This design comes from an exercise in tuning for small area on the open sky130 flow, not from production work.
Function was checked by simulation only, so behaviour that the tests miss may differ from the original.
No activity file was given, so power comes from the tool's default toggle rates. No driver is modelled on the clock port, so clocking that relies on it looks cheaper here than on a real chip.

==> flow/design.v (excerpt) <==
module register_read_stage
(
  input  logic              clk,
  input  logic              reset_n,
  input  logic              RegWriteWB,
  input  logic [4:0]        WriteRegWB,
  input  logic [XLEN-1:0]   FinalWriteData,
  input  logic              in_valid,
  input  logic [4:0]        Rn,
  input  logic [4:0]        Rm,
  input  logic [4:0]        Rd,
  input  logic              MemReadID,
  input  logic [CTRL_W-1:0] CtrlID,
  input  logic              flush,
  output logic [XLEN-1:0]   ReadData1EX,
  output logic [XLEN-1:0]   ReadData2EX,
  output logic [4:0]        RnEX,
  output logic [4:0]        RmEX,
  output logic [4:0]        RdEX,
  output logic              MemReadEX,
  output logic [CTRL_W-1:0] CtrlEX,
  output logic              ValidEX,
  output logic              stall
);
Size: roughly 6,200 cells after synthesis, ~2,100 flip-flops, about 270 I/O pins, roughly 78,000 um2 of cells after synthesis.
export LEC_CHECK = 0
export CAP_MARGIN = 20
export CORE_MARGIN = 2
export CORE_UTILIZATION = 48
export PLACE_DENSITY = 0.62
export SLEW_MARGIN = 20
export SYNTH_HIERARCHICAL = 1
export SYNTH_MINIMUM_KEEP_SIZE = 0
create_clock -name core_clock -period 5.0 [get_ports {clk}]
standard.sh (not shown) runs the stock make flow with config.mk's settings and CLKGATE_MAP_FILE= SYNTH_SCRIPT=/design/flow/synth_recipe.tcl, a recipe that flattens the netlist after the stock synthesis.
==> flow/flow/run.sh <==
#!/bin/bash
# Layout flow: the standard ORFS flow (standard.sh), unchanged except for
# the clock tree synthesis arguments (larger sink clusters, no dummy loads)
# and the cell used to buffer the ports.
set -euo pipefail
export CTS_ARGS="-sink_clustering_enable -repair_clock_nets -dont_use_dummy_load -sink_clustering_size 30 -sink_clustering_max_diameter 120"
export BUFFER_PORTS_ARGS="-buffer_cell sky130_fd_sc_hd__buf_1"
bash standard.sh finish > standard.log 2>&1
The first run finished with timing, DRC and antenna clean.
==> next run, changes <==
==> flow/flow/run.sh (replaced) <==
#!/bin/bash
# Layout flow: the standard ORFS flow (standard.sh), unchanged except for
# the clock tree synthesis arguments (larger sink clusters, no dummy loads)
# and the cell used to buffer the ports.
set -euo pipefail
export CTS_ARGS="-sink_clustering_enable -repair_clock_nets -dont_use_dummy_load -sink_clustering_size 24 -sink_clustering_max_diameter 100"
export BUFFER_PORTS_ARGS="-buffer_cell sky130_fd_sc_hd__buf_1"
bash standard.sh finish > standard.log 2>&1
--- a/flow/config.mk
+++ b/flow/config.mk
@@ -8,6 +8,6 @@
 export CAP_MARGIN = 20
 export CORE_MARGIN = 2
-export CORE_UTILIZATION = 48
-export PLACE_DENSITY = 0.62
+export CORE_UTILIZATION = 40
+export PLACE_DENSITY = 0.55
 export SLEW_MARGIN = 20
 export SYNTH_HIERARCHICAL = 1
Result: Sequential cell count is unchanged; area after synthesis does not change; non-clock buffer count goes up by 1; worst setup slack gets worse by 0.057 ns; via count rises by about 0.6%; power rose by about 3%.
==> next run, changes <==
==> flow/flow/run.sh (replaced) <==
#!/bin/bash
# Layout flow: the standard ORFS flow (standard.sh), unchanged except for
# the clock tree synthesis arguments (larger sink clusters, no dummy loads)
# and the cell used to buffer the ports.
set -euo pipefail
export CTS_ARGS="-sink_clustering_enable -repair_clock_nets -dont_use_dummy_load -sink_clustering_size 27 -sink_clustering_max_diameter 110"
export BUFFER_PORTS_ARGS="-buffer_cell sky130_fd_sc_hd__buf_1"
bash standard.sh finish > standard.log 2>&1
--- a/flow/config.mk
+++ b/flow/config.mk
@@ -8,6 +8,6 @@
 export CAP_MARGIN = 20
 export CORE_MARGIN = 2
-export CORE_UTILIZATION = 40
-export PLACE_DENSITY = 0.55
+export CORE_UTILIZATION = 48
+export PLACE_DENSITY = 0.62
 export SLEW_MARGIN = 20
 export SYNTH_HIERARCHICAL = 1
Result: Hold slack gets better by 0.011 ns; worst setup slack gets better by 0.067 ns; sequential share of layout area rises by 0.48 points.
==> next run, changes <==
--- a/flow/config.mk
+++ b/flow/config.mk
@@ -8,6 +8,6 @@
 export CAP_MARGIN = 20
 export CORE_MARGIN = 2
-export CORE_UTILIZATION = 48
-export PLACE_DENSITY = 0.62
+export CORE_UTILIZATION = 30
+export PLACE_DENSITY = 0.45
 export SLEW_MARGIN = 20
 export SYNTH_HIERARCHICAL = 1
Effect: Cell area goes up by 2.2%; hold slack got worse by 0.036 ns; non-clock buffer count rose by 24; cell count increases by about 14%; synthesized cell count stays the same; synthesized area stays the same; power is higher by 1.7%; fmax goes down by about 5%; clock power grows by 5.8%; flip-flop and latch count stays the same.
==> next run, changes <==
==> flow/flow/run.sh (replaced) <==
#!/bin/bash
# Layout flow: the standard ORFS flow (standard.sh), unchanged except for
# the clock tree synthesis arguments (larger sink clusters, no dummy loads)
# and the cell used to buffer the ports.
set -euo pipefail
export CTS_ARGS="-sink_clustering_enable -repair_clock_nets -dont_use_dummy_load -sink_clustering_size 30 -sink_clustering_max_diameter 120"
export BUFFER_PORTS_ARGS="-buffer_cell sky130_fd_sc_hd__buf_1"
bash standard.sh finish > standard.log 2>&1
--- a/flow/config.mk
+++ b/flow/config.mk
@@ -8,6 +8,6 @@
 export CAP_MARGIN = 20
 export CORE_MARGIN = 2
-export CORE_UTILIZATION = 30
-export PLACE_DENSITY = 0.45
+export CORE_UTILIZATION = 55
+export PLACE_DENSITY = 0.7
 export SLEW_MARGIN = 20
 export SYNTH_HIERARCHICAL = 1
- global-route usage rose by 16 points
- wire length fell by about 17%
- synthesized cell count does not change
==> next run, changes <==
==> flow/flow/run.sh (replaced) <==
#!/bin/bash
# Layout flow: the standard ORFS flow (standard.sh), unchanged except for
# the clock tree synthesis arguments (larger sink clusters, no dummy loads)
# and the cell used to buffer the ports.
set -euo pipefail
export CTS_ARGS="-sink_clustering_enable -repair_clock_nets -dont_use_dummy_load -sink_clustering_size 27 -sink_clustering_max_diameter 110"
export BUFFER_PORTS_ARGS="-buffer_cell sky130_fd_sc_hd__buf_1"
bash standard.sh finish > standard.log 2>&1
After rerunning:
- total power rises by 0.95%
- hold slack is better by 0.023 ns
- wire length rises by 0.36%
- via count rises by 0.53%
- worst setup slack is better by 0.10 ns
- sequential share of layout area stays flat
- first-iteration DRC count falls by 2.8%
- clock-buffer cell count rises by 8
- cell count hardly moves
- non-clock buffer count falls by 3

-- static timing again, ports no longer ideal --
In the flow no input, the clock included, has a driving cell. The finished layouts below were timed again as built, in two steps. Step 1 (the two cells are an assumption about what drives the block):
set clk [get_ports {clk}]
set_driving_cell -lib_cell sky130_fd_sc_hd__clkbuf_16 $clk
set_driving_cell -lib_cell sky130_fd_sc_hd__buf_2 [delete_from_list [all_inputs] $clk]
Step 2 times the ports against the registers' clock, not the clock port: input delays grow and output delays shrink by t, the midpoint of the rising clock arrivals with the driver on. Three values: ideal, step 1, step 2; two values: the first two.
run	t (ns)	slack for setup (ns)	worst setup path at the end	clock arrival spread, ns	worst register clock-pin slew, ns
the first run	0.837	0.399 / 0.310 / 1.097	input to register	0.058 / 0.059	0.12 / 0.12
the second run	0.887	0.343 / 0.242 / 0.707	input to register	0.071 / 0.071	0.11 / 0.11
the third run	0.854	0.410 / 0.320 / 1.097	input to register	0.054 / 0.054	0.11 / 0.11
the fourth run	0.890	0.181 / 0.082 / 0.850	input to register	0.143 / 0.143	0.12 / 0.12
the fifth run	0.858	0.323 / 0.229 / 0.801	input to register	0.073 / 0.074	0.12 / 0.12
the sixth run	0.853	0.423 / 0.329 / 0.767	input to register	0.073 / 0.073	0.12 / 0.12
After both steps every run listed still meets setup and hold.
